This is an optimization exercise on Yosys and OpenROAD, whose aim is small area, a short achievable clock period and few clock cycles per item, not a production implementation.
Function was checked by simulation only, so behaviour that the tests miss may differ from the original.

$ cat run.sh
#!/bin/bash
# synth_recipe.tcl (not shown) runs the flow's synth.tcl, then flattens the netlist and writes it again
# the make line also repeats each setting of config.mk as NAME=value (left out here)
make -C /OpenROAD-flow-scripts/flow DESIGN_CONFIG=/design/flow/config.mk WORK_HOME=/design/flow/orfs CLKGATE_MAP_FILE= SYNTH_SCRIPT=/design/flow/synth_recipe.tcl finish
$ cat design.v
package pra_pkg;
    localparam int SAMPLE_W   = 10;
    localparam int MAX_WINDOW = 32;
    localparam int AVG_W      = 14;
    localparam int PRESS_W    = 19;
endpackage
module pra_ring (
    input  logic               clk,
    input  logic               rst_n,
    input  logic               adv,
    input  logic               load,        
    input  logic [9:0]         sample,
    input  logic               win_wr,      
    input  logic [5:0]         win,         
    input  logic               off_wr,      
    input  logic [9:0]         off,
    input  logic               uload,       
    input  logic [12:0]        ref_mv,
    output logic               busy,        
    output logic               vc,
    output logic [14:0]        sum,
    output logic signed [16:0] diff,
    output logic [5:0]         cnt,
    output logic               full,
    output logic [23:0]        bctl,        
    output logic               mneg         
);
    logic [9:0]  ring_mem [32];
    logic [9:0]  old;
    logic        vb, eb;
    logic [10:0] ds_b, dd_b;
    logic [5:0]  nb;
    logic        fb;
    logic [14:0] s_reg;
    logic [16:0] d_reg;
    logic [5:0]  nc;
    logic        fc;
    logic [4:0]  slot;
    logic [5:0]  fill;
    logic        sub;
    logic [5:0]  nnew;
    logic [5:0]  dcnt;
    logic        dstep;
    logic [16:0] d_add;
    logic [16:0] d_next;
    logic [23:0] bctl_reg;
    logic        ng_reg;
    logic [14:0] u_nx;
    logic [16:0] y_nx;        
    logic [23:0] bctl_nx;
    assign dstep = (dcnt != 6'd0);
    assign busy  = dstep;
    assign sub   = (fill == win);
    assign nnew  = sub ? win : (fill + 6'd1);
    assign old   = ring_mem[slot];
    always_ff @(posedge clk or negedge rst_n)
    begin
        if (!rst_n)
        begin
            vb   <= 1'b0;
            vc   <= 1'b0;
            slot <= '0;
            fill <= '0;
            dcnt <= '0;
        end
        else
        begin
            if (adv)
            begin
                vb <= load;
                vc <= vb;
            end
            if (win_wr)
            begin
                slot <= '0;
                fill <= '0;
                dcnt <= '0;
            end
            else
            begin
                if (load)
                begin
                    slot <= (6'(slot) + 6'd1 >= win) ? 5'd0 : (slot + 5'd1);
                    fill <= nnew;
                end
                if (off_wr)
                begin
                    dcnt <= fill;
                end
                else if (dstep)
                begin
                    dcnt <= dcnt - 6'd1;
                end
            end
        end
    end
    always_ff @(posedge clk)
    begin
        if (adv)
        begin
            eb   <= (fill == 6'd0);
            ds_b <= {1'b0, sample} - (sub ? {1'b0, old} : 11'd0);
            dd_b <= {1'b0, sample} - {1'b0, (sub ? old : off)};
            nb   <= nnew;
            fb   <= (nnew == win);
            nc   <= nb;
            fc   <= fb;
        end
        if (load)
        begin
            ring_mem[slot] <= sample;
        end
    end
    assign d_add = dstep ? (17'd0 - 17'(off)) : {{6{dd_b[10]}}, dd_b};
    always_ff @(posedge clk)
    begin
        if (off_wr)
        begin
            d_reg <= 17'(s_reg);
        end
        else if (dstep || (adv && vb))
        begin
            d_reg <= d_next;
        end
        if (adv && vb)
        begin
            s_reg <= (eb ? 15'd0 : s_reg) + 15'({{4{ds_b[10]}}, ds_b});
        end
    end
    assign d_next = ((eb && !dstep) ? 17'd0 : d_reg) + d_add;
    assign u_nx = uload ? {2'b00, ref_mv} : (d_next[14:0] ^ {15{d_next[16]}});
    assign y_nx = {1'b0, u_nx, d_next[16] & !uload};
    always_comb
    begin
        for (int i = 0; i < 8; i++)
        begin
            logic b2, b1, b0;
            b2 = y_nx[2*i+2];
            b1 = y_nx[2*i+1];
            b0 = y_nx[2*i];
            bctl_nx[3*i+2] = b2 & !(b1 & b0);                         
            bctl_nx[3*i+1] = b1 ^ b0;                                 
            bctl_nx[3*i]   = (b2 & !b1 & !b0) | (!b2 & b1 & b0);       
        end
    end
    always_ff @(posedge clk)
    begin
        if (adv || uload)
        begin
            bctl_reg <= bctl_nx;
            ng_reg   <= d_next[16];
        end
    end
    assign bctl = bctl_reg;
    assign mneg = ng_reg;
    assign sum  = s_reg;
    assign diff = d_reg;
    assign cnt  = nc;
    assign full = fc;
endmodule
module pra_ndiv #(
    parameter int WW  = 18,
    parameter int NST = 4
) (
    input  logic [5:0]       n,
    input  logic [WW+4:0]    st_i,
    output logic [WW+4:0]    st_o
);
    always_comb
    begin
        logic [4:0]    rem;
        logic [WW-1:0] w;
        logic [6:0]    d;
        logic          b;
        rem = st_i[WW+4:WW];
        w   = st_i[WW-1:0];
        for (int i = 0; i < NST; i++)
        begin
            b   = w[WW-1];
            d   = {1'b0, rem, b} - {1'b0, n};
            w   = {w[WW-2:0], !d[6]};
            rem = d[6] ? {rem[3:0], b} : d[4:0];
        end
        st_o = {rem, w};
    end
endmodule
module pra_press (
    input  logic              clk,
    input  logic              rst_n,
    input  logic              adv,
    input  logic              gstart,    
    input  logic [1:0]        gmodel,    
    input  logic [23:0]       bctl,      
    input  logic [5:0]        n,         
    output logic              uload,     
    output logic              busy,      
    output logic [23:0]       v          
);
    localparam logic [38:0] C0 = 39'h012345678a;
    localparam logic [38:0] C1 = 39'h0b60b60b61;
    localparam logic [38:0] C2 = 39'h4fa39e5cc8;
    localparam logic [53:0] K  = 54'd0 - (54'd1 << 41) - (54'd1 << 43) - (54'd1 << 45) - (54'd1 << 47)
                                       - (54'd1 << 49) - (54'd1 << 51) - (54'd1 << 53);
    function automatic logic [42:0] brow(input logic [2:0] c, input logic [38:0] g);
        logic neg, one, two;
        logic [39:0] m;
        neg = c[2];
        one = c[1];
        two = c[0];
        m   = one ? {1'b0, g} : (two ? {g, 1'b0} : 40'd0);
        brow = {neg, !neg, neg, m ^ {40{neg}}};
    endfunction
    function automatic logic [107:0] csa(input logic [53:0] a, input logic [53:0] b, input logic [53:0] c);
        logic [53:0] sm, cy;
        sm  = a ^ b ^ c;
        cy  = (a & b) | (a & c) | (b & c);
        csa = {cy[52:0], 1'b0, sm};
    endfunction
    logic [2:0]  gst;
    logic        cm1, cm2;
    logic [38:0] g1;
    assign uload = (gst == 3'd2);
    assign busy  = (gst == 3'd1) || (gst == 3'd2);
    always_ff @(posedge clk or negedge rst_n)
    begin
        if (!rst_n)
        begin
            gst <= 3'd1;
            cm1 <= 1'b0;
            cm2 <= 1'b0;
        end
        else
        begin
            if (gstart)
            begin
                gst <= 3'd2;
            end
            else if (gst == 3'd4)
            begin
                gst <= 3'd0;
            end
            else if (gst != 3'd0)
            begin
                gst <= gst + 3'd1;
            end
            cm1 <= (gst == 3'd2) && !gstart;
            cm2 <= cm1 && !gstart;
        end
    end
    logic [42:0]  r0, r1, r2, r3, r4, r5, r6, r7;
    logic [53:0]  x1;
    logic [107:0] l1a, l1b, l1c, l1d;
    logic [53:0]  sum1;
    assign r0 = brow(bctl[2:0], g1);
    assign r1 = brow(bctl[5:3], g1);
    assign r2 = brow(bctl[8:6], g1);
    assign r3 = brow(bctl[11:9], g1);
    assign r4 = brow(bctl[14:12], g1);
    assign r5 = {bctl[17], 42'd0};
    assign r6 = {bctl[20], 42'd0};
    assign r7 = {bctl[23], 42'd0};
    assign x1 = K | 54'({r7[42], 1'b0, r6[42], 1'b0, r5[42], 1'b0, r4[42], 1'b0,
                         r3[42], 1'b0, r2[42], 1'b0, r1[42], 1'b0, r0[42]})
                  | (cm1 ? (54'd1 << 13) : (54'(n) << 29));
    assign l1a  = csa(54'(r0[41:0]), 54'(r1[41:0]) << 2, 54'(r2[41:0]) << 4);
    assign l1b  = csa(54'(r3[41:0]) << 6, 54'(r4[41:0]) << 8, x1);
    assign l1c  = csa(l1a[53:0], l1a[107:54], l1b[53:0]);
    assign l1d  = csa(l1c[53:0], l1c[107:54], l1b[107:54]);
    assign sum1 = l1d[53:0] + l1d[107:54];
    logic [43:0] p1;        
    logic [8:0]  c2;        
    always_ff @(posedge clk)
    begin
        if (adv || cm1)
        begin
            p1  <= sum1[53:10];
            c2  <= bctl[23:15];
        end
    end
    logic [42:0]  q5, q6, q7;
    logic [107:0] l2a, l2b;
    logic [53:0]  sum2;
    assign q5 = brow(c2[2:0], g1);
    assign q6 = brow(c2[5:3], g1);
    assign q7 = brow(c2[8:6], g1);
    assign l2a  = csa(54'(q5[41:0]) << 10, 54'(q6[41:0]) << 12, 54'(q7[41:0]) << 14);
    assign l2b  = csa(l2a[53:0], l2a[107:54], {p1, 10'd0});
    assign sum2 = l2b[53:0] + l2b[107:54];
    assign v = sum2[53:30];
    always_ff @(posedge clk)
    begin
        if (gstart || (gst == 3'd1))
        begin
            case (gmodel)
                2'd0:    g1 <= C0;
                2'd1:    g1 <= C1;
                default: g1 <= C2;
            endcase
        end
        else if (cm2)
        begin
            g1 <= sum2[51:13];
        end
    end
endmodule
module pressure_rolling_average (
    input  logic         clk,
    input  logic         rst_n,
    input  logic         s_tvalid,
    output logic         s_tready,
    input  logic [15:0]  s_tdata,    
    output logic         m_tvalid,
    input  logic         m_tready,
    output logic [39:0]  m_tdata,    
    output logic         m_tuser,    
    input  logic         cfg_valid,
    output logic         cfg_ready,
    input  logic [1:0]   cfg_index,
    input  logic [12:0]  cfg_data
);
    localparam int KA1 = 3;
    localparam int KA2 = 3;
    localparam int NE  = 6;
    function automatic int qsteps(input int j);
        qsteps = 3;
    endfunction
    function automatic int asteps(input int j);
        case (j)
            0:       asteps = 3;
            1:       asteps = 3;
            2:       asteps = 2;
            default: asteps = 0;
        endcase
    endfunction
    logic [5:0]  win_reg;
    logic [1:0]  model_reg;
    logic [12:0] ref_reg;
    logic [9:0]  off_reg;
    logic        win_wr, off_wr, g_wr;
    logic [1:0]  gmodel;
    assign cfg_ready = 1'b1;
    assign win_wr    = cfg_valid && (cfg_index == 2'd0);
    assign off_wr    = cfg_valid && (cfg_index == 2'd3);
    assign g_wr      = cfg_valid && ((cfg_index == 2'd1) || (cfg_index == 2'd2));
    assign gmodel    = (cfg_valid && (cfg_index == 2'd1)) ? cfg_data[1:0] : model_reg;
    always_ff @(posedge clk or negedge rst_n)
    begin
        if (!rst_n)
        begin
            win_reg   <= 6'd8;
            model_reg <= 2'd1;
            ref_reg   <= 13'd5000;
            off_reg   <= 10'd0;
        end
        else if (cfg_valid)
        begin
            case (cfg_index)
                2'd0:    win_reg   <= (cfg_data[5:0] == 6'd0) ? 6'd1 :
                                      (cfg_data[5:0] > 6'd32) ? 6'd32 : cfg_data[5:0];
                2'd1:    model_reg <= cfg_data[1:0];
                2'd2:    ref_reg   <= cfg_data[12:0];
                default: off_reg   <= cfg_data[9:0];
            endcase
        end
    end
    logic        out_v;
    logic        adv;
    logic        busy_r, busy_p;
    assign adv      = !out_v || m_tready;
    assign s_tready = adv && !busy_r && !busy_p;
    logic               vc;
    logic [14:0]        sum_c;
    logic [16:0]        diff_c;
    logic [5:0]         n_c;
    logic               full_c;
    logic [23:0]        bctl_c;
    logic               mneg_c;
    logic               uload;
    pra_ring u_ring (
        .clk    (clk),
        .rst_n  (rst_n),
        .adv    (adv),
        .load   (s_tvalid && s_tready),
        .sample (s_tdata[9:0]),
        .win_wr (win_wr),
        .win    (win_reg),
        .off_wr (off_wr),
        .off    (off_reg),
        .uload  (uload),
        .ref_mv (ref_reg),
        .busy   (busy_r),
        .vc     (vc),
        .sum    (sum_c),
        .diff   (diff_c),
        .cnt    (n_c),
        .full   (full_c),
        .bctl   (bctl_c),
        .mneg   (mneg_c)
    );
    logic [23:0] v_mul;
    pra_press u_press (
        .clk    (clk),
        .rst_n  (rst_n),
        .adv    (adv),
        .gstart (g_wr),
        .gmodel (gmodel),
        .bctl   (bctl_c),
        .n      (n_c),
        .uload  (uload),
        .busy   (busy_p),
        .v      (v_mul)
    );
    logic [18:0] a_c, a_c2;
    assign a_c = {sum_c, 4'b0000};    
    pra_ndiv #(.WW(14), .NST(KA1)) u_adiv1 (.n(n_c), .st_i(a_c), .st_o(a_c2));
    logic        v_d1, neg_d1, full_d1;
    logic [5:0]  n_d1;
    logic [18:0] a_d1, a_d1x;
    pra_ndiv #(.WW(14), .NST(KA2)) u_adiv2 (.n(n_d1), .st_i(a_d1), .st_o(a_d1x));
    logic        v_d2, neg_d2, full_d2;
    logic [5:0]  n_d2;
    logic [18:0] a_d2;
    logic [23:0] v_d2v;
    always_ff @(posedge clk or negedge rst_n)
    begin
        if (!rst_n)
        begin
            v_d1 <= 1'b0;
            v_d2 <= 1'b0;
        end
        else if (adv)
        begin
            v_d1 <= vc;
            v_d2 <= v_d1;
        end
    end
    always_ff @(posedge clk)
    begin
        if (adv)
        begin
            neg_d1  <= mneg_c;
            full_d1 <= full_c;
            n_d1    <= n_c;
            a_d1    <= a_c2;
            neg_d2  <= neg_d1;
            full_d2 <= full_d1;
            n_d2    <= n_d1;
            a_d2    <= a_d1x;
            v_d2v   <= v_mul;
        end
    end
    logic [NE:0]        ve;
    logic [NE*23-1:0]   q_st;
    logic [NE*19-1:0]   a_st;
    logic [NE*6-1:0]    n_e;
    logic [NE-1:0]      ovf_e, neg_e, full_e;
    assign ve[0] = v_d2;
    for (genvar j = 0; j < NE; j++)
    begin : g_div
        localparam int QD = qsteps(j);
        localparam int AD = asteps(j);
        logic [5:0]  n_in;
        logic [22:0] q_in, q_out;
        logic [18:0] a_in, a_out;
        logic        ovf_in, neg_in, full_in;
        if (j == 0)
        begin : g_first
            assign n_in    = n_d2;
            assign ovf_in  = (v_d2v[23:18] >= n_d2);
            assign q_in    = v_d2v[22:0];
            assign a_in    = a_d2;
            assign neg_in  = neg_d2;
            assign full_in = full_d2;
        end
        else
        begin : g_next
            assign n_in    = n_e[(j-1)*6 +: 6];
            assign ovf_in  = ovf_e[j-1];
            assign q_in    = q_st[(j-1)*23 +: 23];
            assign a_in    = a_st[(j-1)*19 +: 19];
            assign neg_in  = neg_e[j-1];
            assign full_in = full_e[j-1];
        end
        pra_ndiv #(.WW(18), .NST(QD)) u_qdiv (.n(n_in), .st_i(q_in), .st_o(q_out));
        if (AD > 0)
        begin : g_avg
            pra_ndiv #(.WW(14), .NST(AD)) u_adiv (.n(n_in), .st_i(a_in), .st_o(a_out));
        end
        else
        begin : g_avg_done
            assign a_out = a_in;
        end
        always_ff @(posedge clk or negedge rst_n)
        begin
            if (!rst_n)
            begin
                ve[j+1] <= 1'b0;
            end
            else if (adv)
            begin
                ve[j+1] <= ve[j];
            end
        end
        if (j < NE - 1)
        begin : g_mid
            always_ff @(posedge clk)
            begin
                if (adv)
                begin
                    q_st[j*23 +: 23] <= q_out;
                    a_st[j*19 +: 19] <= a_out;
                    n_e[j*6 +: 6]    <= n_in;
                    ovf_e[j]         <= ovf_in;
                    neg_e[j]         <= neg_in;
                    full_e[j]        <= full_in;
                end
            end
        end
        else
        begin : g_last
            logic [18:0]    prs;
            logic [18-QD:0] hi_p, hi_n, hi_n1;
            logic [QD-1:0]  lo;
            assign hi_p  = {1'b0, q_in[17-QD:0]};
            assign hi_n  = ~hi_p;
            assign hi_n1 = hi_n + 1'b1;
            assign lo    = q_out[QD-1:0];
            always_comb
            begin
                if (ovf_in)
                begin
                    prs = neg_in ? 19'h40000 : 19'h3ffff;
                end
                else if (!neg_in)
                begin
                    prs = {hi_p, lo};
                end
                else if (lo == '0)
                begin
                    prs = {hi_n1, lo};
                end
                else
                begin
                    prs = {hi_n, QD'(0) - lo};
                end
            end
            always_ff @(posedge clk)
            begin
                if (adv)
                begin
                    m_tdata <= {7'd0, prs, a_out[13:0]};
                    m_tuser <= full_in;
                end
            end
        end
    end
    assign out_v    = ve[NE];
    assign m_tvalid = out_v;
endmodule
$ cat config.mk
export PLATFORM = sky130hd
export DESIGN_NAME = pressure_rolling_average
export DESIGN_NICKNAME = pressure_rolling_average
export VERILOG_FILES = /design/flow/design.v
export SDC_FILE = /design/flow/constraint.sdc
export NUM_CORES = 4
export LEC_CHECK = 0
export CAP_MARGIN = 20
export CORE_MARGIN = 2
export CORE_UTILIZATION = 40
export SETUP_SLACK_MARGIN = 2.0
export SLEW_MARGIN = 20
$ cat constraint.sdc
create_clock -name core_clock -period 8.5 [get_ports {clk}]
set_input_delay 1.7000 -clock core_clock [delete_from_list [all_inputs] [get_ports {clk}]]
set_output_delay 1.7000 -clock core_clock [all_outputs]
set_load 0.01 [all_outputs]
==> results of run 1 <==
## synth_stat cells (all sizes together), types with 6 or more instances
| cell | count | area [um2] |
|---|---|---|
| o211ai | 10 | 75.1 |
| or3 | 12 | 75.1 |
| and3b | 6 | 52.6 |
| mux2 | 74 | 833 |
| a21o | 136 | 1020 |
| nand2b | 47 | 294 |
| mux2i | 27 | 270 |
| nor3b | 11 | 82.6 |
| and4 | 8 | 70.1 |
| dfstp | 8 | 210 |
| a21oi | 269 | 1350 |
| ha | 412 | 5150 |
| fa | 235 | 4700 |
| and2 | 35 | 219 |
| xor2 | 118 | 1030 |
| o21a | 22 | 165 |
| a21boi | 25 | 188 |
| nand3b | 11 | 82.6 |
| mux4 | 80 | 1800 |
| dfrtp | 55 | 1380 |
| a22oi | 211 | 1580 |
| edfxtp | 838 | 25200 |
| nand4 | 19 | 119 |
| nand3 | 39 | 195 |
| a211o | 7 | 61.3 |
| or2 | 11 | 68.8 |
| o21bai | 28 | 210 |
| o21ai | 267 | 1340 |
| nand2 | 509 | 1910 |
| nor2b | 48 | 300 |
| nor3 | 43 | 220 |
| inv | 500 | 1880 |
| o31ai | 15 | 113 |
| o22ai | 6 | 37.5 |
| and3 | 20 | 125 |
| a211oi | 24 | 180 |
| a31oi | 19 | 119 |
| xnor2 | 407 | 3560 |
| buf | 49 | 223 |
| clkbuf | 237 | 890 |
| nor2 | 242 | 916 |
| nor4 | 11 | 68.8 |
## critical path, stage by stage (launching register included)
cell	delay, ns
edfxtp_1	0.36
buf_4	0.30
nor2b_2	0.36
buf_6	0.34
a22oi_1	0.15
xnor2_1	0.20
fa_1	0.53
inv_1	0.05
fa_1	0.47
fa_1	0.49
inv_1	0.05
ha_1	0.39
nand2_1	0.10
nor3_1	0.30
o2111ai_1	0.24
nand3_1	0.28
a41o_1	0.26
a21oi_1	0.13
a31oi_1	0.47
mux2i_1	0.24
nand3_1	0.12
## final timing paths
check / end / cells past startpoint / slack (ns) / from
worst max-delay path: u_press.p1[26]$_DFFE_PP_ / 20 / 2.39 / u_ring.bctl_reg[4]$_DFFE_PP_
max in group asynchronous: ve[3]$_DFFE_PN0N_ / 1 / 6.78 / rst_n
worst min register to register: g_div[5].a_in[6]$_DFFE_PN_ / 0 / 0.40 / g_div[4].a_in[6]$_DFFE_PN_
worst max register to register: u_press.p1[26]$_DFFE_PP_ / 20 / 2.39 / u_ring.bctl_reg[4]$_DFFE_PP_
worst min-delay path: g_div[5].a_in[6]$_DFFE_PN_ / 0 / 0.40 / g_div[4].a_in[6]$_DFFE_PN_
min in group asynchronous: u_ring.slot[1]$_DFFE_PN0P_ / 1 / 1.08 / rst_n
## final cells by class
class,count,share of cell area (%)
clock buffers,114,3.89
multi-input cells,3532,45.2
diodes,2,0.00771
inverters,503,2.93
clock inverters,63,1.09
repair buffers,143,1.91
flip-flops and latches,903,41.3
well taps,1917,3.70
## repair_timing
item	CTS	global route
pin swaps	0	2
endpoints found under the setup margin	10	43
resized for setup	3	22
gates cloned	0	0
setup buffers	0	10
## per-stage QoR
stage | instance area, um2 | util (%) | hold WS (ns)
after floorplan | 59000 | - | 0.400
after global placement | 61500 | 42.1 | 0.401
after detailed placement | 61500 | 42.1 | 0.405
after CTS | 64700 | 44.3 | 0.389
after global routing | 64900 | 44.5 | 0.408
final | 64900 | 44.5 | 0.399
## cell usage in the layout, fill, tap and decap left out, types with 211 or more instances in the layout
| cell | netlist | layout |
|---|---|---|
| ha_1 | 412 | 410 |
| inv_1 | 498 | 496 |
| a22oi_1 | 211 | 211 |
| nor2_1 | 241 | 241 |
| nand2_1 | 509 | 508 |
| xnor2_1 | 407 | 407 |
| o21ai_0 | 264 | 261 |
| fa_1 | 235 | 235 |
| edfxtp_1 | 838 | 838 |
| a21oi_1 | 269 | 257 |
## kinds of logic after synthesis
logic type / Yosys count / synth area share [%]
fa+ha+maj: 648 / 16.7
buf+inv: 789 / 5.09
flops: 903 / 45.4
compound gates: 1091 / 11.7
mux: 181 / 4.93
other cells: 2 / 0.0127
xor+xnor: 525 / 7.80
simple gates: 1079 / 8.26
## routing by layer
| layer | share of wire, % | GRT usage, % |
|---|---|---|
| met5 | 0 | 0 |
| met4 | 2.5 | 5.37 |
| met2 | 49 | 30.8 |
| met3 | 4.7 | 2.51 |
| met1 | 44 | 23.8 |
==> impl_metrics.yaml, run 1 <==
finish:
  layout.nets: 5862
  syn_to_final_growth_pct: 10.0
  top_register: "u_ring.ring_mem"
  multiInputGateArea_mm2: 0.0293
  drive_above_1_share_pct: 8.43
  largest_reg_flops: 320
  fin_cells: 7177
  nFillCells: 13397
  register_area_mm2: 0.0268
timing:
  layout_setup_ws_ns: 2.39
  setup_viol: 0
  fmax_ghz: 0.164
  skew_ns: 0.0504
  rsz0062_at_grt: "no"
  maxSlewHeadroom_pct: 27.9
  finalMaxSlewViolations: 0
  period_needed_ns: 6.11
  hold_viol: 0
  period_share_pct: 71.9
  worst_pin_slew_ns: 1.08
  setup_tns_ns: 0
clock_tree:
  clkLatencyLatePin_ns: 0.73
  cts_made_buffers: 96
  clock_path_buffers: 3
  root_buffer: "clkbuf_16"
  htreeDepth: 3
  cts.sinks: 903
  tritoncts: "done"
  path_clk_slew_ns: 0.06
  ctsHoldBuffers: 0
die:
  rows: 140
  die_height_um: 388
  core_mm2: 0.146
  die_area_mm2: 0.150
  ios: 80
  die_w_um: 388
  start_util_pct: 40.4
route:
  dr.pass1.iters: 5
  drc_errors: 0
  initialDrtViolationCount: 2677
  postRouteAntennaNets: 0
  routed_wl_um: 137000
  avgViaCountPerCell: 5.33
  vias: 38226
  wire_per_inst_um: 19.0
setup_path:
  cp.arrival_ns: 6.56
  worstPathRequired_ns: 8.95
  end_kind: "flip-flop"
  worstSetupPathType: "flip-flop to flip-flop"
  worstSetupStartpointType: "flip-flop"
  crit_fanout: 43
run:
  cap_violations: 0
yosys:
  syn_area_per_cell_um2: 11.3
  ys_seq_elements: 903
  synth-async-reset-ratio_pct: 6.98
  synth_edf_count: 838
  synth_area_mm2: 0.0590
  synth_cell_types: 79
  synth_seq_area_share_pct: 45.4
  synth_top_flop_cell: "edfxtp_1"
  ys_warn_count: 6
  syn_inst: 5218
placement:
  dp.cells: 6988
  gp_congestion: 0.900
  dp_hpwl_um: 96400
  pre_cts_slack_ns: 1.73
  io_buffer_count: 65
worst_hold_path:
  hp-class: "flip-flop to flip-flop"
global_routing:
  antenna_found_initial: 1
  overflow: 0
  grt_first_pass_wirelength_um: 216000
  grt_max_degree: 81
  grt_pass1_vias: 38237
  grt_use_total_pct: 18.1
outcome:
  status: "timing/DRC/antenna clean"
Testbench counts, summed over its fixed seeds: cycles 5,923, items 4,835.
==> inputs of run 2 (changes only) <==
--- a/config.mk
+++ b/config.mk
@@ -8,5 +8,5 @@
 export CAP_MARGIN = 20
 export CORE_MARGIN = 2
 export CORE_UTILIZATION = 40
-export SETUP_SLACK_MARGIN = 2.0
+export SETUP_SLACK_MARGIN = 3.3
 export SLEW_MARGIN = 20
==> run 2 against run 1 <==
Critical path type unchanged; sequential share of layout area decreased by 2.8 points; maximum frequency increased by 13%; first-iteration DRC count decreased by 2.8%; count of clock-buffer cells in the layout increased by 5; core utilization increased by 3.3 points; largest cell class unchanged; setup slack improved by 0.72 ns.
==> impl_metrics.yaml, run 2 <==
outcome:
  status: "timing/DRC/antenna clean"
route:
  vias: 40175
  postRouteAntennaNets: 0
  avgViaCountPerCell: 5.38
  routed_wl_um: 148000
  wire_per_inst_um: 19.9
  initialDrtViolationCount: 2603
  drc_errors: 0
  dr.pass1.iters: 7
timing:
  worst_pin_slew_ns: 1.23
  hold_viol: 0
  finalMaxSlewViolations: 0
  rsz0062_at_grt: "yes"
  setup_tns_ns: 0
  whs_ns: 0.410
  skew_ns: 0.0824
  fmax_ghz: 0.185
  setup_viol: 0
  maxSlewHeadroom_pct: 18.3
  period_share_pct: 63.4
  period_needed_ns: 5.39
die:
  rows: 140
  die_area_mm2: 0.150
  core_mm2: 0.146
  die_height_um: 388
  ios: 80
  die_w_um: 388
  start_util_pct: 40.4
yosys:
  synth-async-reset-ratio_pct: 6.98
  syn_area_per_cell_um2: 11.3
  yosysMostFrequentCell: "edfxtp_1"
  ys_seq_elements: 903
  synth_simple_gate_area_share_pct: 8.26
  synth_xor_area_share_pct: 7.80
  synth_top_family_by_area: "adder cells"
  synth-compound-area-share_pct: 11.7
  synth_edf_count: 838
  synth_seq_area_share_pct: 45.4
  synth_area_mm2: 0.0590
  ys_warn_count: 6
  synthMuxAreaShare_pct: 4.93
  synthAdderAreaFrac_pct: 16.7
  syn_inst: 5218
  synth_top_area_cell: "edfxtp_1"
  synth_commonest_cells: "838 x edfxtp_1, 509 x nand2_1, 498 x inv_1"
  synth_cell_types: 79
  synth_top_area_share_pct: 42.7
  synth_top_flop_cell: "edfxtp_1"
  synth_area_leaders: "edfxtp_1 43%, ha_1 8.7%, fa_1 8.0%, xnor2_1 6.0%, nand2_1 3.2%"
global_routing:
  antenna_found_initial: 1
  grt_use_total_pct: 19.2
  grt_max_degree: 200
  grt_pass1_vias: 40248
  overflow: 0
  grt_first_pass_wirelength_um: 229000
finish:
  drive_above_1_share_pct: 17.9
  top_register: "u_ring.ring_mem"
  largest_reg_flops: 320
  syn_to_final_growth_pct: 18.1
  mostFrequentLayoutCells: "838 x edfxtp_1, 499 x nand2_1, 469 x inv_1"
  antenna_cells: 0
  final_common_cell: "edfxtp_1"
  layout.nets: 6159
  fin_cells: 7473
placement:
  dp_hpwl_um: 97000
  dp.cells: 6982
  io_buffer_count: 65
  gp_congestion: 0.888
clock_tree:
  clkLatencyLatePin_ns: 0.75
  cts.sinks: 903
  root_buffer: "clkbuf_16"
  htreeDepth: 3
  clock_path_buffers: 3
  tritoncts: "done"
  cts_made_buffers: 97
  ctsHoldBuffers: 0
  path_clk_slew_ns: 0.07
setup_path:
  slowest_stage: "edfxtp_1"
  cpPeakStageDelay_ns: 0.38
  worstSetupStartpointType: "flip-flop"
  cp.arrival_ns: 5.82
  worstPathRequired_ns: 8.92
  worstSetupPathType: "flip-flop to flip-flop"
  end_kind: "flip-flop"
  crit_fanout: 4
  cp_common_cell: "a21oi_2"
run:
  cap_violations: 0
worst_hold_path:
  hp-class: "flip-flop to flip-flop"
-- run 2: cell counts after synthesis --
No cell type changed its count.
-- run 2: layout make-up --
class | instances | area, um2
clock buffer | 119 | 2520
clock inverter | 60 | 692
fill | 12915 | 76300
inverter | 503 | 1920
multi-input combinational | 3532 | 30900
sequential | 903 | 26800
tap | 1917 | 2400
timing repair buffer | 437 | 4360
timing repair inverter | 2 | 17.5
-- run 2: logic make-up (layout without fill, tap and decap cells) --
| logic type | after synthesis | count (layout) |
|---|---|---|
| muxes | 181 | 181 |
| xor gates and xnor gates | 525 | 525 |
| adders and majority gates | 648 | 648 |
| AOI/OAI and AO/OA | 1091 | 1091 |
| buffers and inverters | 789 | 1121 |
| other | 2 | 8 |
| and+or+nand+nor | 1079 | 1079 |
| DFF | 903 | 903 |
-- run 2: stage by stage --
| step | utilization [%] | worst slack, ns | instance area, um2 |
|---|---|---|---|
| global route | 47.7 | 2.80 | 69600 |
| global placement | 42.2 | 1.88 | 61600 |
| detailed placement | 42.2 | 1.84 | 61600 |
| finish | 47.7 | 3.11 | 69600 |
| floorplan | - | 3.05 | 59200 |
| CTS | 46.3 | 2.99 | 67600 |
-- run 2: critical path: cells and delay by family (launching register included) --
| kind | cells | cell delay, ns |
|---|---|---|
| flops | 1 | 0.38 |
| fa+ha+maj | 6 | 1.35 |
| compound gates | 14 | 2.04 |
| simple gates | 6 | 0.63 |
| mux | 2 | 0.56 |
| buf+inv | 2 | 0.13 |
-- run 2: path summary, 6_finish.rpt --
kind	startpoint	end	slack (ns)	depth (start not counted)
max	g_div[5].q_in[17]$_DFFE_PN_	m_tdata[27]$_DFFE_PN_	3.11	30
min reg2reg	a_d1[1]$_DFFE_PN_	a_d2[4]$_DFFE_PN_	0.41	0
max in group asynchronous	rst_n	ve[5]$_DFFE_PN0N_	6.76	1
max reg2reg	g_div[5].q_in[17]$_DFFE_PN_	m_tdata[27]$_DFFE_PN_	3.11	30
min	a_d1[1]$_DFFE_PN_	a_d2[4]$_DFFE_PN_	0.41	0
min in group asynchronous	rst_n	win_reg[2]$_DFFE_PN0P_	1.07	1
-- run 2: routing by layer --
layer	vias up	routed length, um	GRT usage (%)
met3	285	7200	2.46
met5	-	0	0
met1	19922	64800	25.8
li1	18870	-	-
met2	1098	71100	32.1
met4	0	5250	6.83
-- run 2: repair_timing --
action | CTS | global route
gates resized for setup | 175 | 243
buffers inserted | 184 | 117
gates cloned | 6 | 4
pin swaps | 54 | 162
setup endpoints to repair | 155 | 131
==> inputs of run 3 (changes only) <==
--- a/config.mk
+++ b/config.mk
@@ -7,6 +7,6 @@
 export LEC_CHECK = 0
 export CAP_MARGIN = 20
 export CORE_MARGIN = 2
-export CORE_UTILIZATION = 40
-export SETUP_SLACK_MARGIN = 3.3
+export CORE_UTILIZATION = 55
+export SETUP_SLACK_MARGIN = 3.0
 export SLEW_MARGIN = 20
==> run 3 against run 2 <==
Still clean on timing, DRC and antenna; area after synthesis unchanged; setup slack got worse by 0.12 ns; maximum frequency fell by 2.3%; sequential share of layout area is 1.2 points higher; global-route usage grew 8.0 points; flip-flop and latch count unchanged; first-iteration DRC count is 29% higher; non-clock buffer count shrank 75; largest cell class unchanged; highest routed layer is now met5.
==> impl_metrics.yaml, run 3 <==
finish:
  nFillCells: 8457
  final_common_cell: "edfxtp_1"
  final_util_pct: 63.3
  top_register: "u_ring.ring_mem"
  multiInputGateArea_mm2: 0.0303
  drive_above_1_share_pct: 14.6
  layout.nets: 6085
  syn_to_final_growth_pct: 14.6
  largest_reg_flops: 320
  register_area_mm2: 0.0268
  fin_cells: 6888
  mostFrequentLayoutCells: "838 x edfxtp_1, 500 x nand2_1, 487 x inv_1"
timing:
  fmax_ghz: 0.181
  period_share_pct: 64.9
  worst_pin_slew_ns: 1.11
  whs_ns: 0.402
  period_needed_ns: 5.52
  hold_viol: 0
  setup_tns_ns: 0
  rsz0062_at_grt: "yes"
  finalMaxSlewViolations: 0
  skew_ns: 0.0445
  setup_viol: 0
  maxSlewHeadroom_pct: 25.9
global_routing:
  antenna_found_initial: 4
  overflow: 0
  grt_pass1_vias: 39624
  grt_first_pass_wirelength_um: 232000
  grt_use_total_pct: 27.2
  grt_max_degree: 79
yosys:
  yosysMostFrequentCell: "edfxtp_1"
  synth-async-reset-ratio_pct: 6.98
  synth-compound-area-share_pct: 11.7
  synth_commonest_cells: "838 x edfxtp_1, 509 x nand2_1, 498 x inv_1"
  synth_area_mm2: 0.0590
  syn_inst: 5218
  synthAdderAreaFrac_pct: 16.7
  synthMuxAreaShare_pct: 4.93
  synth_top_family_by_area: "adder cells"
  ys_warn_count: 6
  synth_top_flop_cell: "edfxtp_1"
  synth_edf_count: 838
  synth_area_leaders: "edfxtp_1 43%, ha_1 8.7%, fa_1 8.0%, xnor2_1 6.0%, nand2_1 3.2%"
  synth_top_area_cell: "edfxtp_1"
  synth_seq_area_share_pct: 45.4
  synth_top_area_share_pct: 42.7
  synth_xor_area_share_pct: 7.80
  synth_simple_gate_area_share_pct: 8.26
  ys_seq_elements: 903
  syn_area_per_cell_um2: 11.3
  synth_cell_types: 79
placement:
  dp_hpwl_um: 99700
  io_buffer_count: 65
  gp_congestion: 0.911
  dp.cells: 6472
setup_path:
  cpPeakStageDelay_ns: 0.37
  worstSetupPathType: "flip-flop to flip-flop"
  slowest_stage: "edfxtp_1"
  crit_fanout: 4
  worstSetupStartpointType: "flip-flop"
  end_kind: "flip-flop"
  cp.arrival_ns: 5.91
  cp_common_cell: "a21oi_2"
  worstPathRequired_ns: 8.89
die:
  ios: 80
  rows: 120
  die_w_um: 331
  die_area_mm2: 0.110
  die_height_um: 331
  core_mm2: 0.107
  start_util_pct: 55.2
route:
  drc_errors: 0
  vias: 40043
  initialDrtViolationCount: 3366
  postRouteAntennaNets: 0
  wire_per_inst_um: 22.0
  dr.pass1.iters: 6
  routed_wl_um: 152000
  avgViaCountPerCell: 5.81
clock_tree:
  ctsHoldBuffers: 0
  path_clk_slew_ns: 0.06
  root_buffer: "clkbuf_16"
  htreeDepth: 3
  clock_path_buffers: 3
  tritoncts: "done"
  cts.sinks: 903
  cts_made_buffers: 98
  clkLatencyLatePin_ns: 0.72
run:
  cap_violations: 0
outcome:
  status: "timing/DRC/antenna clean"
worst_hold_path:
  hp-class: "flip-flop to flip-flop"
-- run 3: changes by cell type in the layout (fill, tap and decap cells not counted), moves of 18 or more --
cell,before,now
a21oi_2,56,32
ha_4,38,18
a21oi_1,201,226
ha_1,367,386
buf_4,286,237
inv_1,469,487
-- run 3: routing by layer --
layer / track usage, % / up-vias / routed length, um
li1: - / 18746 / -
met4: 8.18 / 4 / 4180
met1: 38.3 / 19820 / 66900
met3: 4.54 / 234 / 10200
met5: 0 / - / 28
met2: 43.6 / 1239 / 70500
-- run 3: per-stage QoR --
step | worst slack (ns) | cell area [um2]
floorplan | 2.99 | 59100
global placement | 1.78 | 60900
detailed placement | 1.80 | 60900
CTS | 2.91 | 65700
global route | 2.64 | 67600
finish | 2.98 | 67600
-- run 3: kinds of logic (layout without fill, tap and decap cells) --
logic type                 count (synthesis)  count (layout)
buffers and inverters                    789            1048
adders and majority gates                648             648
muxes                                    181             181
xor gates and xnor gates                 525             525
other                                      2               9
and+or+nand+nor                         1079            1080
DFF                                      903             903
AOI/OAI and AO/OA                       1091            1091
-- run 3: area by class of cell --
| type | count | area share [%] |
|---|---|---|
| sequential | 903 | 39.7 |
| multi-input combinational | 3533 | 44.8 |
| clock inverter | 63 | 1.05 |
| inverter | 503 | 2.85 |
| clock buffer | 119 | 3.77 |
| tap | 1403 | 2.60 |
| antenna | 1 | 0.00370 |
| timing repair buffer | 362 | 5.26 |
| timing repair inverter | 1 | 0.0130 |
-- run 3: final timing paths --
kind / from / end / slack, ns / depth (start not counted)
setup / recovery: g_div[5].q_in[17]$_DFFE_PN_ / m_tdata[23]$_DFFE_PN_ / 2.98 / 31
hold / removal: a_d1[9]$_DFFE_PN_ / a_d2[12]$_DFFE_PN_ / 0.40 / 0
setup reg to reg: g_div[5].q_in[17]$_DFFE_PN_ / m_tdata[23]$_DFFE_PN_ / 2.98 / 31
hold reg to reg: a_d1[9]$_DFFE_PN_ / a_d2[12]$_DFFE_PN_ / 0.40 / 0
max in group asynchronous: rst_n / u_ring.slot[0]$_DFFE_PN0P_ / 6.73 / 1
min in group asynchronous: rst_n / win_reg[2]$_DFFE_PN0P_ / 1.14 / 1
-- run 3: critical path: cells and delay by family, from the launching register on --
kind	cells	cell delay, ns
AOI/OAI and AO/OA	14	2.17
adders and majority gates	6	1.46
and+or+nand+nor	6	0.65
DFF	1	0.37
muxes	2	0.29
buffers and inverters	3	0.28
-- run 3: what timing repair did --
action / in CTS / in global routing
gates cloned: 6 / 4
pin swaps: 30 / 77
buffers inserted: 88 / 135
setup endpoints to repair: 112 / 120
resized for setup: 136 / 134
==> inputs of run 4 (changes only) <==
--- a/design.v
+++ b/design.v
@@ -148,7 +148,7 @@
         if (adv || uload)
         begin
             bctl_reg <= bctl_nx;
-            ng_reg   <= d_next[16];
+            ng_reg   <= d_next[16] & !uload;
         end
     end
     assign bctl = bctl_reg;
@@ -192,6 +192,7 @@
     input  logic [1:0]        gmodel,    
     input  logic [23:0]       bctl,      
     input  logic [5:0]        n,         
+    input  logic              neg,       
     output logic              uload,     
     output logic              busy,      
     output logic [23:0]       v          
@@ -259,9 +260,13 @@
     assign r5 = {bctl[17], 42'd0};
     assign r6 = {bctl[20], 42'd0};
     assign r7 = {bctl[23], 42'd0};
-    assign x1 = K | 54'({r7[42], 1'b0, r6[42], 1'b0, r5[42], 1'b0, r4[42], 1'b0,
-                         r3[42], 1'b0, r2[42], 1'b0, r1[42], 1'b0, r0[42]})
-                  | (cm1 ? (54'd1 << 13) : (54'(n) << 29));
+    logic [5:0]  nx;
+    logic [53:0] kx;
+    assign nx = neg ? (6'd0 - n) : n;
+    assign kx = neg ? (K - (54'd1 << 35)) : K;
+    assign x1 = kx | 54'({r7[42], 1'b0, r6[42], 1'b0, r5[42], 1'b0, r4[42], 1'b0,
+                          r3[42], 1'b0, r2[42], 1'b0, r1[42], 1'b0, r0[42]})
+                   | (cm1 ? (54'd1 << 13) : (54'(nx) << 29));
     assign l1a  = csa(54'(r0[41:0]), 54'(r1[41:0]) << 2, 54'(r2[41:0]) << 4);
     assign l1b  = csa(54'(r3[41:0]) << 6, 54'(r4[41:0]) << 8, x1);
     assign l1c  = csa(l1a[53:0], l1a[107:54], l1b[53:0]);
@@ -406,6 +411,7 @@
         .gmodel (gmodel),
         .bctl   (bctl_c),
         .n      (n_c),
+        .neg    (mneg_c),
         .uload  (uload),
         .busy   (busy_p),
         .v      (v_mul)
@@ -453,7 +459,7 @@
     logic [NE*23-1:0]   q_st;
     logic [NE*19-1:0]   a_st;
     logic [NE*6-1:0]    n_e;
-    logic [NE-1:0]      ovf_e, neg_e, full_e;
+    logic [NE-1:0]      ovf_e, neg_e, full_e, zf_e;
     assign ve[0] = v_d2;
     for (genvar j = 0; j < NE; j++)
     begin : g_div
@@ -462,11 +468,12 @@
         logic [5:0]  n_in;
         logic [22:0] q_in, q_out;
         logic [18:0] a_in, a_out;
-        logic        ovf_in, neg_in, full_in;
+        logic        ovf_in, neg_in, full_in, zf_in;
         if (j == 0)
         begin : g_first
             assign n_in    = n_d2;
             assign ovf_in  = (v_d2v[23:18] >= n_d2);
+            assign zf_in   = neg_d2 && (v_d2v[23:5] == '1);
             assign q_in    = v_d2v[22:0];
             assign a_in    = a_d2;
             assign neg_in  = neg_d2;
@@ -476,6 +483,7 @@
         begin : g_next
             assign n_in    = n_e[(j-1)*6 +: 6];
             assign ovf_in  = ovf_e[j-1];
+            assign zf_in   = zf_e[j-1];
             assign q_in    = q_st[(j-1)*23 +: 23];
             assign a_in    = a_st[(j-1)*19 +: 19];
             assign neg_in  = neg_e[j-1];
@@ -511,6 +519,7 @@
                     a_st[j*19 +: 19] <= a_out;
                     n_e[j*6 +: 6]    <= n_in;
                     ovf_e[j]         <= ovf_in;
+                    zf_e[j]          <= zf_in;
                     neg_e[j]         <= neg_in;
                     full_e[j]        <= full_in;
                 end
@@ -518,30 +527,20 @@
         end
         else
         begin : g_last
-            logic [18:0]    prs;
-            logic [18-QD:0] hi_p, hi_n, hi_n1;
-            logic [QD-1:0]  lo;
-            assign hi_p  = {1'b0, q_in[17-QD:0]};
-            assign hi_n  = ~hi_p;
-            assign hi_n1 = hi_n + 1'b1;
-            assign lo    = q_out[QD-1:0];
+            logic [18:0] prs;
             always_comb
             begin
-                if (ovf_in)
+                if (zf_in)
                 begin
-                    prs = neg_in ? 19'h40000 : 19'h3ffff;
-                end
-                else if (!neg_in)
-                begin
-                    prs = {hi_p, lo};
+                    prs = 19'd0;
                 end
-                else if (lo == '0)
+                else if (ovf_in)
                 begin
-                    prs = {hi_n1, lo};
+                    prs = neg_in ? 19'h40000 : 19'h3ffff;
                 end
                 else
                 begin
-                    prs = {hi_n, QD'(0) - lo};
+                    prs = {1'b0, q_out[17:0]} ^ {19{neg_in}};
                 end
             end
             always_ff @(posedge clk)
--- a/config.mk
+++ b/config.mk
@@ -7,6 +7,6 @@
 export LEC_CHECK = 0
 export CAP_MARGIN = 20
 export CORE_MARGIN = 2
-export CORE_UTILIZATION = 55
+export CORE_UTILIZATION = 40
 export SETUP_SLACK_MARGIN = 3.0
 export SLEW_MARGIN = 20
==> run 4 against run 3 <==
Global-route usage shrank 8.4 points; critical path depth down 7; worst hold slack better by 0.0066 ns; sequential share of layout area barely moved; critical path type unchanged.
==> impl_metrics.yaml, run 4 <==
finish:
  drive_above_1_share_pct: 13.4
  layout.nets: 6154
  antenna_cells: 0
  final_common_cell: "edfxtp_1"
  largest_reg_flops: 320
  nFillCells: 13270
  fin_cells: 7484
  mostFrequentLayoutCells: "843 x edfxtp_1, 624 x nand2_1, 483 x inv_1"
  final_cell_area_mm2: 0.0680
  syn_to_final_growth_pct: 14.9
  top_register: "u_ring.ring_mem"
timing:
  hold_viol: 0
  whs_ns: 0.409
  finalMaxSlewViolations: 0
  setup_viol: 0
  worst_pin_slew_ns: 1.08
  fmax_ghz: 0.184
  skew_ns: 0.0561
  period_share_pct: 63.9
  period_needed_ns: 5.43
  setup_tns_ns: 0
  maxSlewHeadroom_pct: 27.9
  rsz0062_at_grt: "yes"
route:
  routed_wl_um: 144000
  avgViaCountPerCell: 5.29
  wire_per_inst_um: 19.2
  drc_errors: 0
  dr.pass1.iters: 5
  initialDrtViolationCount: 2612
  vias: 39557
  postRouteAntennaNets: 0
clock_tree:
  clkLatencyLatePin_ns: 0.76
  root_buffer: "clkbuf_16"
  ctsHoldBuffers: 0
  tritoncts: "done"
  cts_made_buffers: 99
  htreeDepth: 3
  path_clk_slew_ns: 0.07
  clock_path_buffers: 3
  cts.sinks: 908
setup_path:
  end_kind: "flip-flop"
  cp_common_cell: "a21o_1"
  worstSetupStartpointType: "flip-flop"
  cpPeakStageDelay_ns: 0.64
  worstReg2RegStart: "u_ring.nc[1]$_DFFE_PN_"
  worstPathRequired_ns: 9.11
  critPathLaunch: "u_ring.nc[1]$_DFFE_PN_"
  cp.arrival_ns: 6.05
  crit_fanout: 4
  crit_chain: "clkinvlp_4, buf_4, buf_4, buf_12, buf_4, nand3_2, o31ai_2, xnor2_1, nand2_2, fa_2, fa_2, inv_2, fa_2, ha_4, a21o_1, a21o_1, a21o_1, a21o_1, a21oi_2, o21ai_0, a31o_2, a31o_4, or4_1, nand4_1"
  worstSetupPathType: "flip-flop to flip-flop"
  slowest_stage: "fa_2"
global_routing:
  grt_max_degree: 152
  antenna_found_initial: 4
  overflow: 0
  grt_pass1_vias: 39233
  grt_first_pass_wirelength_um: 224000
  grt_use_total_pct: 18.8
yosys:
  synth_area_leaders: "edfxtp_1 43%, ha_1 8.5%, fa_1 8.2%, xnor2_1 5.9%, nand2_1 4.0%"
  synth_top_area_share_pct: 42.8
  ys_warn_count: 6
  synth_simple_gate_area_share_pct: 8.85
  yosysMostFrequentCell: "edfxtp_1"
  syn_area_per_cell_um2: 11.2
  syn_inst: 5304
  synth-async-reset-ratio_pct: 6.94
  synth_commonest_cells: "843 x edfxtp_1, 633 x nand2_1, 496 x inv_1"
  ys_seq_elements: 908
  synth_top_area_cell: "edfxtp_1"
  synth_edf_count: 843
  synthAdderAreaFrac_pct: 16.7
  synth_cell_types: 87
  synth_seq_area_share_pct: 45.5
  synth_top_flop_cell: "edfxtp_1"
  synthMuxAreaShare_pct: 4.76
  synth_area_mm2: 0.0592
  synth-compound-area-share_pct: 11.0
  synth_xor_area_share_pct: 8.13
  synth_top_family_by_area: "adder cells"
die:
  die_area_mm2: 0.151
  die_w_um: 389
  rows: 141
  ios: 80
  die_height_um: 389
  start_util_pct: 40.2
  core_mm2: 0.147
worst_hold_path:
  min_from: "g_div[3].q_in[9]$_DFFE_PN_"
  hp-class: "flip-flop to flip-flop"
placement:
  dpl-instance-area_mm2: 0.0617
  dp_hpwl_um: 97200
  dp.cells: 7079
  io_buffer_count: 65
  gp_congestion: 0.881
outcome:
  status: "timing/DRC/antenna clean"
run:
  cap_violations: 0
==> run 4: kinds of logic (layout without fill, tap and decap cells) <==
group / after synthesis / count (layout)
flip-flops: 908 / 908
adder cells (fa/ha/maj): 644 / 644
XOR/XNOR: 542 / 542
buffers and inverters: 795 / 1039
other: 2 / 8
multiplexers: 173 / 173
AND/OR/NAND/NOR: 1190 / 1190
AO/OA/AOI/OAI: 1050 / 1050
==> run 4: layout make-up <==
cell class / count / area [um2] / share of cell area, %
Tap cell: 1930 / 2410 / 3.55
Timing Repair Buffer: 354 / 3360 / 4.94
Multi-Input combinational cell: 3607 / 29900 / 43.9
Inverter: 501 / 1960 / 2.89
Timing Repair inverter: 3 / 26.3 / 0.0386
Clock buffer: 121 / 2620 / 3.86
Sequential cell: 908 / 26900 / 39.6
Clock inverter: 60 / 791 / 1.16
==> run 4: repair_timing <==
item,CTS,global route
resized for setup,80,146
gates cloned,3,3
endpoints found under the setup margin,141,99
buffers inserted,137,81
pin swaps,19,62
==> run 4: path summary, 6_finish.rpt <==
kind	to	slack [ns]	cells past startpoint
max in group asynchronous	u_ring.slot[0]$_DFFE_PN0P_	6.78	1
min in group asynchronous	win_reg[2]$_DFFE_PN0P_	1.07	1
hold reg to reg	g_div[4].q_in[12]$_DFFE_PN_	0.41	0
setup reg to reg	u_press.p1[38]$_DFFE_PP_	3.07	24
hold / removal	g_div[4].q_in[12]$_DFFE_PN_	0.41	0
setup / recovery	u_press.p1[38]$_DFFE_PP_	3.07	24
==> run 4: metrics by stage <==
step	utilization, %	setup WS (ns)
2_1_floorplan	-	3.00
3_3_place_gp	41.9	2.13
3_5_place_dp	41.9	2.11
4_1_cts	45.3	2.87
5_1_grt	46.2	2.89
6_report	46.2	3.07
==> run 4: layer usage <==
layer  global-route usage, %  part of all wire [%]  up-vias
met2                    31.1                    48      995
met5                       0                0.0090        -
li1                        -                     -    18753
met3                    2.96                   5.5      231
met1                    25.3                    44    19576
met4                    6.20                   3.1        2
==> run 4: worst max-delay path, delay by kind of cell (launching register included) <==
kind            cells  cell delay (ns)
compound gates      9             1.62
xor+xnor            1             0.18
fa+ha+maj           4             1.72
buf+inv             6             0.61
flops               1             0.46
simple gates        4             0.70
Testbench counts of run 4, summed over its fixed seeds: cycles 5,923, items 4,835.
==> inputs of run 5 (changes only) <==
--- a/design.v
+++ b/design.v
@@ -23,7 +23,8 @@
     output logic [5:0]         cnt,
     output logic               full,
     output logic [23:0]        bctl,        
-    output logic               mneg         
+    output logic               mneg,        
+    output logic [5:0]         mnx          
 );
     logic [9:0]  ring_mem [32];
     logic [9:0]  old;
@@ -45,6 +46,7 @@
     logic [16:0] d_next;
     logic [23:0] bctl_reg;
     logic        ng_reg;
+    logic [5:0]  nx_reg;
     logic [14:0] u_nx;
     logic [16:0] y_nx;        
     logic [23:0] bctl_nx;
@@ -149,9 +151,11 @@
         begin
             bctl_reg <= bctl_nx;
             ng_reg   <= d_next[16] & !uload;
+            nx_reg   <= (d_next[16] & !uload) ? (6'd0 - nb) : nb;
         end
     end
     assign bctl = bctl_reg;
+    assign mnx  = nx_reg;
     assign mneg = ng_reg;
     assign sum  = s_reg;
     assign diff = d_reg;
@@ -193,6 +197,7 @@
     input  logic [23:0]       bctl,      
     input  logic [5:0]        n,         
     input  logic              neg,       
+    input  logic [5:0]        nx,        
     output logic              uload,     
     output logic              busy,      
     output logic [23:0]       v          
@@ -260,9 +265,7 @@
     assign r5 = {bctl[17], 42'd0};
     assign r6 = {bctl[20], 42'd0};
     assign r7 = {bctl[23], 42'd0};
-    logic [5:0]  nx;
     logic [53:0] kx;
-    assign nx = neg ? (6'd0 - n) : n;
     assign kx = neg ? (K - (54'd1 << 35)) : K;
     assign x1 = kx | 54'({r7[42], 1'b0, r6[42], 1'b0, r5[42], 1'b0, r4[42], 1'b0,
                           r3[42], 1'b0, r2[42], 1'b0, r1[42], 1'b0, r0[42]})
@@ -323,7 +326,7 @@
     input  logic [1:0]   cfg_index,
     input  logic [12:0]  cfg_data
 );
-    localparam int KA1 = 3;
+    localparam int KA1 = 2;
     localparam int KA2 = 3;
     localparam int NE  = 6;
     function automatic int qsteps(input int j);
@@ -333,7 +336,7 @@
         case (j)
             0:       asteps = 3;
             1:       asteps = 3;
-            2:       asteps = 2;
+            2:       asteps = 3;
             default: asteps = 0;
         endcase
     endfunction
@@ -380,6 +383,7 @@
     logic               full_c;
     logic [23:0]        bctl_c;
     logic               mneg_c;
+    logic [5:0]         mnx_c;
     logic               uload;
     pra_ring u_ring (
         .clk    (clk),
@@ -400,7 +404,8 @@
         .cnt    (n_c),
         .full   (full_c),
         .bctl   (bctl_c),
-        .mneg   (mneg_c)
+        .mneg   (mneg_c),
+        .mnx    (mnx_c)
     );
     logic [23:0] v_mul;
     pra_press u_press (
@@ -412,6 +417,7 @@
         .bctl   (bctl_c),
         .n      (n_c),
         .neg    (mneg_c),
+        .nx     (mnx_c),
         .uload  (uload),
         .busy   (busy_p),
         .v      (v_mul)
==> run 5 against run 4 <==
Still clean; routed wire length decreased by 0.70%; flip-flop and latch count grew 5; cell area is 0.64% lower; critical path depth shrank 17.
==> impl_metrics.yaml, run 5 <==
finish:
  syn_to_final_growth_pct: 13.2
  nFillCells: 13499
  top_register: "u_ring.ring_mem"
  layout.nets: 6134
  mostFrequentLayoutCells: "848 x edfxtp_1, 656 x nand2_1, 487 x inv_1"
  largest_reg_flops: 320
  drive_above_1_share_pct: 11.9
  final_common_cell: "edfxtp_1"
  final_util_pct: 45.6
  fin_cells: 7472
setup_path:
  r2r_end: "u_press.p1[39]$_DFFE_PP_"
  ff2ff_path_depth: 19
  worstSetupStartpointType: "input port"
  cp.arrival_ns: 3.66
  worstReg2RegStart: "u_ring.bctl_reg[1]$_DFFE_PP_"
  worstSetupPathType: "input port to primary output"
  worstPathRequired_ns: 6.80
  crit_fanout: 65
  end_kind: "primary output"
  rrSetupSlack_ns: 3.16
route:
  postRouteAntennaNets: 0
  wire_per_inst_um: 19.1
  routed_wl_um: 143000
  drc_errors: 0
  vias: 39519
  avgViaCountPerCell: 5.29
  initialDrtViolationCount: 2900
  dr.pass1.iters: 6
timing:
  period_needed_ns: 5.36
  finalMaxSlewViolations: 0
  setup_tns_ns: 0
  rsz0062_at_grt: "yes"
  period_share_pct: 63.1
  worst_pin_slew_ns: 1.05
  fmax_ghz: 0.186
  whs_ns: 0.409
  maxSlewHeadroom_pct: 29.6
  setup_viol: 0
  hold_viol: 0
  skew_ns: 0.0792
yosys:
  ys_seq_elements: 913
  synth_seq_area_share_pct: 45.4
  synth_area_leaders: "edfxtp_1 43%, ha_1 8.4%, fa_1 8.1%, xnor2_1 6.0%, nand2_1 4.1%"
  syn_inst: 5362
  synth_area_mm2: 0.0597
  synth_commonest_cells: "848 x edfxtp_1, 659 x nand2_1, 496 x inv_1"
  yosysMostFrequentCell: "edfxtp_1"
  synth_cell_types: 79
  synth_top_flop_cell: "edfxtp_1"
  ys_warn_count: 6
  synth-async-reset-ratio_pct: 6.90
  syn_area_per_cell_um2: 11.1
  synth_top_area_cell: "edfxtp_1"
  synth_top_area_share_pct: 42.7
  synth_edf_count: 848
die:
  die_w_um: 390
  core_mm2: 0.148
  start_util_pct: 40.3
  rows: 141
  ios: 80
  die_height_um: 390
  die_area_mm2: 0.152
global_routing:
  grt_use_total_pct: 18.7
  grt_use_met2_pct: 30.9
  grt_pass1_vias: 39100
  use_met1_pct: 25.5
  overflow: 0
  antenna_found_initial: 3
  grt_first_pass_wirelength_um: 223000
  grt_max_degree: 81
  use_met3_pct: 2.37
  top_usage_layer: "met2"
clock_tree:
  htreeDepth: 3
  tritoncts: "done"
  cts_made_buffers: 100
  path_clk_slew_ns: 0.06
  clock_path_buffers: 3
  cts.sinks: 913
  root_buffer: "clkbuf_16"
  clkLatencyLatePin_ns: 0.78
run:
  cap_violations: 0
worst_hold_path:
  min_path_cells: 0
  min_from: "g_div[4].q_in[3]$_DFFE_PN_"
  hp-class: "flip-flop to flip-flop"
  hold_end: "g_div[5].q_in[6]$_DFFE_PN_"
placement:
  dp.cells: 7145
  dp_hpwl_um: 98200
  io_buffer_count: 65
  gp_congestion: 0.871
outcome:
  status: "timing/DRC/antenna clean"
==> run 5: cell types whose count changed in the layout (fill, tap and decap cells not counted), moves of 10 or more <==
cell | before | now
clkinv_1 | 16 | 27
nand2b_1 | 55 | 41
nand2_1 | 624 | 656
o21ai_1 | 31 | 21
buf_4 | 234 | 178
a211oi_1 | 5 | 19
nand3_1 | 23 | 39
nor2_1 | 256 | 227
buf_12 | 33 | 23
mux2_2 | 63 | 73
o21ai_0 | 309 | 324
==> run 5: worst max-delay path by stage <==
| stage | start | endpoint | slack (ns) | cells after the start |
|---|---|---|---|---|
| 6_report | m_tready | s_tready | 3.14 | 7 |
| 4_1_cts | u_ring.bctl_reg[3]$_DFFE_PP_ | u_press.p1[27]$_DFFE_PP_ | 3.00 | 18 |
| 5_1_grt | u_ring.bctl_reg[1]$_DFFE_PP_ | u_press.p1[27]$_DFFE_PP_ | 2.95 | 17 |
| 2_1_floorplan | g_div[4].q_in[17]$_DFFE_PN_ | g_div[5].q_in[19]$_DFFE_PN_ | 3.02 | 21 |
| 3_3_place_gp | u_ring.bctl_reg[5]$_DFFE_PP_ | u_press.p1[28]$_DFFE_PP_ | 1.91 | 16 |
| 3_5_place_dp | u_ring.bctl_reg[5]$_DFFE_PP_ | u_press.p1[29]$_DFFE_PP_ | 1.89 | 16 |
==> run 5: metrics by stage <==
step                worst slack [ns]  cell area, um2
finish                          3.14           67600
global route                    2.95           67600
CTS                             3.00           66700
detailed placement              1.89           62300
global placement                1.91           62300
floorplan                       3.02           59700
==> run 5: timing repair <==
item / CTS / global route
resized for setup: 65 / 89
setup buffers: 77 / 60
pin swaps: 8 / 18
endpoints found under the setup margin: 88 / 85
hold buffers: 0 / 0
==> run 5: kinds of logic (layout without fill, tap and decap cells) <==
kind of cell	Yosys count	in the layout	share of synthesized area (%)
AOI/OAI and AO/OA	1069	1069	11.2
xor gates and xnor gates	545	545	8.03
adders and majority gates	644	644	16.5
buffers and inverters	800	973	5.10
DFF	913	913	45.4
muxes	177	177	4.80
other	2	9	0.0126
and+or+nand+nor	1212	1212	8.96
==> run 5: layer usage <==
| metal | routed length, um | share of wire, % |
|---|---|---|
| met5 | 0 | 0 |
| met4 | 4110 | 2.9 |
| met3 | 7430 | 5.2 |
| met2 | 68000 | 48 |
| met1 | 63300 | 44 |
==> run 5: worst max-delay path: stages <==
cell and delay (ns):
clkdlybuf4s50_1 0.40, nor2b_1 0.13, buf_6 0.25, clkinv_16 0.22
o21ai_2 0.24, nor2_1 0.14, clkdlybuf4s50_1 0.51
==> run 5: area by class of cell <==
cell class / instances / area [um2] / area share [%]
Antenna cell: 1 / 2.50 / 0.00370
Clock buffer: 110 / 2540 / 3.76
Timing Repair Buffer: 283 / 2660 / 3.93
Sequential cell: 913 / 27100 / 40.1
Multi-Input combinational cell: 3655 / 30000 / 44.4
Inverter: 501 / 1960 / 2.91
Clock inverter: 79 / 855 / 1.26
Tap cell: 1930 / 2410 / 3.57
Testbench counts of run 5, summed over its fixed seeds: cycles 5,923, items 4,835.

## afterwards: timing with drivers on the ports
In the flow no input, the clock included, has a driving cell. The finished layouts below were timed again as built, in two steps. Step 1 assumes that a clkbuf_16 drives the clock port and a buf_2 every other input. Step 2 also shifts input and output timing later by t, the mid clock arrival at the registers, as if the neighbouring blocks saw the same clock. a / b / c = ideal ports / drivers / drivers and shift; a / b = the first two.
| run | t, ns | setup slack, ns | worst hold slack (ns) | clock arrival spread, ns | worst slew at a driven data input, ns |
|---|---|---|---|---|---|
| run 1 | 0.783 | 2.390 / 2.390 / 2.390 | 0.399 / 0.399 / 0.399 | 0.052 / 0.052 | 0.14 |
| run 2 | 0.780 | 3.107 / 3.107 / 3.107 | 0.410 / 0.410 / 0.410 | 0.083 / 0.084 | 0.14 |
| run 3 | 0.761 | 2.982 / 2.982 / 2.982 | 0.402 / 0.402 / 0.402 | 0.045 / 0.046 | 0.15 |
| run 4 | 0.816 | 3.067 / 3.067 / 3.067 | 0.409 / 0.409 / 0.409 | 0.063 / 0.063 | 0.13 |
| run 5 | 0.824 | 3.136 / 3.090 / 3.090 | 0.409 / 0.409 / 0.409 | 0.079 / 0.079 | 0.12 |
After both steps setup and hold are still met in every run listed. The setup slack of run 5, which loses most, moves by -0.046 ns with the drivers and by -0.046 ns with both steps.
